What follows belongs to an exercise in optimizing a design on an open flow for small area, a short achievable clock period and few clock cycles per item; a production flow would make more cautious choices. Power is estimated from default activity; no workload was simulated.

==> flow/design.v (excerpt) <==
module mapu_nxn
#(
  parameter int DATA_WIDTH = 16,
  parameter int N          = 4,
  parameter int SATURATE   = 0
) (
  input  logic                     clk,
  input  logic                     reset_n,
  input  logic                     i_en,
  input  logic [1:0]               i_op,
  output logic                     o_of,
  input  logic                     i_vld,
  output logic                     o_rdy,
  input  logic [N*DATA_WIDTH-1:0]  i_row,
  output logic                     o_vld,
  input  logic                     i_rdy,
  output logic [N*DATA_WIDTH-1:0]  o_row
);
clock: 16.0 ns
lec_check: 0
abc_clock_period_in_ps: 4000
cap_margin: 20
core_margin: 2
core_utilization: 40
slew_margin: 20
run.sh (not shown) runs the stock make flow with config.mk's settings and CLKGATE_MAP_FILE= SYNTH_SCRIPT=/design/flow/synth_recipe.tcl, a recipe that flattens the netlist after the stock synthesis.
Then changed:
ABC_CLOCK_PERIOD_IN_PS = default   (was 4000)
CAP_MARGIN = 90   (was 20)
SLEW_MARGIN = 90   (was 20)
=> Sequential power stays flat. Worst setup slack got worse by 8.1 ns. Final area grows by a quarter to a third. Total power increases by well over a third. Final cell count is higher by a quarter to a third. Combinational power went up by well over a third. First-iteration DRC count grows by a quarter to a third. Hold slack is better by 0.0076 ns. Die area is unchanged.
Then changed:
CAP_MARGIN = 70   (was 90)
SLEW_MARGIN = 70   (was 90)
Outcome:
- The new run finished clean
- clock skew is about the same
- total power fell by 31%
- non-clock buffer count fell by 1223
- die area is unchanged
- global-route usage fell by 2.8 points
- sequential share of layout area rose by 8.0 points
- critical path depth fell by 39
- design area fell by about 23%
- synthesized area does not change
Then changed:
==> flow/flow/run.sh (new file) <==
#!/bin/bash
# Standard ORFS layout; repair_timing aims at a setup margin of 11 ns under the design's SDC.
bash standard.sh SETUP_SLACK_MARGIN=11 finish > standard.log 2>&1
==> flow/standard.sh (new file) <==
#!/bin/bash
# synth_recipe.tcl (not shown) runs the flow's synth.tcl, then flattens the netlist and writes it again
# the make line also repeats each setting of config.mk as NAME=value (left out here)
make -C /OpenROAD-flow-scripts/flow DESIGN_CONFIG=/design/flow/config.mk WORK_HOME=/design/flow/orfs CLKGATE_MAP_FILE= SYNTH_SCRIPT=/design/flow/synth_recipe.tcl "${@:-finish}"
CAP_MARGIN = 20   (was 70)
SLEW_MARGIN = 20   (was 70)
removed: flow/run.sh
Final cell count grows by 2.1%.
Global-route usage grows by 2.5 points.
Design area grows by 5.4%.
Area after synthesis stays the same.
Sequential share of layout area shrinks by 1.8 points.
Fmax grows by 18%.
Die area stays the same.
Synthesized cell count does not change.
Sequential power is about the same.
Routed wire length grows by 12%.
Then changed:
==> flow/run.sh (new file) <==
#!/bin/bash
# synth_recipe.tcl (not shown) runs the flow's synth.tcl, then flattens the netlist and writes it again
# the make line also repeats each setting of config.mk as NAME=value (left out here)
make -C /OpenROAD-flow-scripts/flow DESIGN_CONFIG=/design/flow/config.mk WORK_HOME=/design/flow/orfs CLKGATE_MAP_FILE= SYNTH_SCRIPT=/design/flow/synth_recipe.tcl finish
removed: flow/flow/run.sh
removed: flow/standard.sh
What happened: The new run completed with no timing, DRC or antenna violations; register-to-register slack got worse by 1.3 ns; routed wire length shrinks by 12%; area after synthesis is unchanged; hold slack got worse by 0.011 ns; power shrinks by 14%; setup slack degrades by 2.2 ns; flip-flop and latch count stays the same; via count shrinks by 6.8%; clock skew decreases by 0.011 ns.
Then changed:
==> flow/flow/run.sh (new file) <==
#!/bin/bash
# Standard ORFS layout; repair_timing aims at a setup margin of 11 ns under the design's SDC.
bash standard.sh SETUP_SLACK_MARGIN=11 finish > standard.log 2>&1
==> flow/standard.sh (new file) <==
#!/bin/bash
# synth_recipe.tcl (not shown) runs the flow's synth.tcl, then flattens the netlist and writes it again
# the make line also repeats each setting of config.mk as NAME=value (left out here)
make -C /OpenROAD-flow-scripts/flow DESIGN_CONFIG=/design/flow/config.mk WORK_HOME=/design/flow/orfs CLKGATE_MAP_FILE= SYNTH_SCRIPT=/design/flow/synth_recipe.tcl "${@:-finish}"
CAP_MARGIN = 70   (was 20)
SLEW_MARGIN = 70   (was 20)
removed: flow/run.sh
=>
- The changed run completed with no timing, DRC or antenna violations
- fmax went up by 41%
- clock-buffer cell count rose by 1
- combinational power went up by about 40%
- synthesized cell count is unchanged
- cell area came out higher by about 10%
- cell count rose by 4.6%
- die area is unchanged
- sequential share of layout area fell by 3.4 points
- worst setup slack improved by 2.2 ns
- worst hold slack improved by 0.0064 ns
- clock power goes up by about 3%
No run of this note included a check of the RTL's function; only the layout flow was run.

## the previous run
mapu_nxn, a different RTL version from the one above (not shown whole).
For scale: roughly 4000 cells after synthesis.
==> flow/config.mk <==
export PLATFORM = sky130hd
export DESIGN_NAME = mapu_nxn
export DESIGN_NICKNAME = mapu_nxn
export VERILOG_FILES = /design/flow/design.v
export SDC_FILE = /design/flow/constraint.sdc
export NUM_CORES = 4
export LEC_CHECK = 0
export CAP_MARGIN = 20
export CORE_MARGIN = 2
export CORE_UTILIZATION = 60
export SLEW_MARGIN = 20
==> flow/constraint.sdc <==
create_clock -name core_clock -period 16.0 [get_ports {clk}]
set_input_delay 3.2000 -clock core_clock [delete_from_list [all_inputs] [get_ports {clk}]]
set_output_delay 3.2000 -clock core_clock [all_outputs]
set_load 0.01 [all_outputs]
standard.sh (not shown) runs the stock make flow with config.mk's settings and CLKGATE_MAP_FILE= SYNTH_SCRIPT=/design/flow/synth_recipe.tcl, a recipe that flattens the netlist after the stock synthesis.
==> flow/flow/run.sh <==
#!/bin/bash
# Standard ORFS layout (the standard.sh) with two changes: repair_timing aims at a setup
# margin of 10.7 ns under the design's SDC, and the port buffers are buf_2 cells.
bash standard.sh SETUP_SLACK_MARGIN=10.7 "BUFFER_PORTS_ARGS=-buffer_cell sky130_fd_sc_hd__buf_2" finish > standard.log 2>&1
Per the final summary, the previous run finished and its layout is clean on timing, DRC and antenna.
### the previous run -> the current run
==> flow/flow/run.sh <==
#!/bin/bash
# Standard ORFS layout (the standard.sh) with two changes: repair_timing aims at a setup
# margin of 11 ns under the design's SDC, and the port buffers are buf_2 cells.
bash standard.sh SETUP_SLACK_MARGIN=11 "BUFFER_PORTS_ARGS=-buffer_cell sky130_fd_sc_hd__buf_2" finish > standard.log 2>&1
[summary]
Taking the previous run as the reference, in the current run power in the clock group shrank by about 4%; fraction of standard cell area that is sequential shrank by 0.65 points; first-pass GRT wire length up about 0.9%; number of standard cells in the layout, taps in and fillers out rose by 0.64%; area added between synthesis and finish higher.
Comparing the current run and the previous run, the lower clock power share is on the current run.
The current run vs the previous run: top fanout value on the critical path up
The critical-path cell with the highest stage delay comes out a22oi_1 in one run and fa_1 in the other, namely in the current run and the previous run respectively.
No run of this note included a check of the RTL's function; only the layout flow was run.

-- separate check: timing with driven ports --
No port has a modelled driver above. Below, the same layouts with a new extraction and two added sets of constraints. Step 1 sets driving cells, clkbuf_16 on the clock port and buf_2 on the other inputs (assumed; they add their load-dependent delay and slew). Step 2 also shifts input and output timing later by t, the mid clock arrival at the registers, as if the neighbouring blocks saw the same clock. Three values: ideal ports, drivers, drivers and shift; two values: the first two.
| run | t (ns) | setup WS [ns] | clock arrival spread, ns |
|---|---|---|---|
| the first run of note 1 | 0.682 | 8.233 / 8.272 / 7.589 | 0.037 / 0.037 |
| the second run of note 1 | 0.718 | 0.171 / 0.171 / 0.171 | 0.038 / 0.037 |
| the third run of note 1 | 0.695 | 9.446 / 9.482 / 8.788 | 0.039 / 0.039 |
| the fourth run of note 1 | 0.707 | 10.441 / 10.441 / 10.225 | 0.045 / 0.045 |
| the fifth run of note 1 | 0.682 | 8.233 / 8.272 / 7.589 | 0.037 / 0.037 |
| the sixth run of note 1 | 0.694 | 10.479 / 10.479 / 10.274 | 0.042 / 0.042 |
| the previous run | 0.677 | 10.601 / 10.601 / 10.109 | 0.031 / 0.031 |
| the current run | 0.701 | 10.564 / 10.564 / 10.302 | 0.056 / 0.056 |
After both steps setup and hold are still met in every run listed. The setup slack of the third run of note 1, which loses most, moves by +0.036 ns with the drivers and by -0.658 ns with both steps.
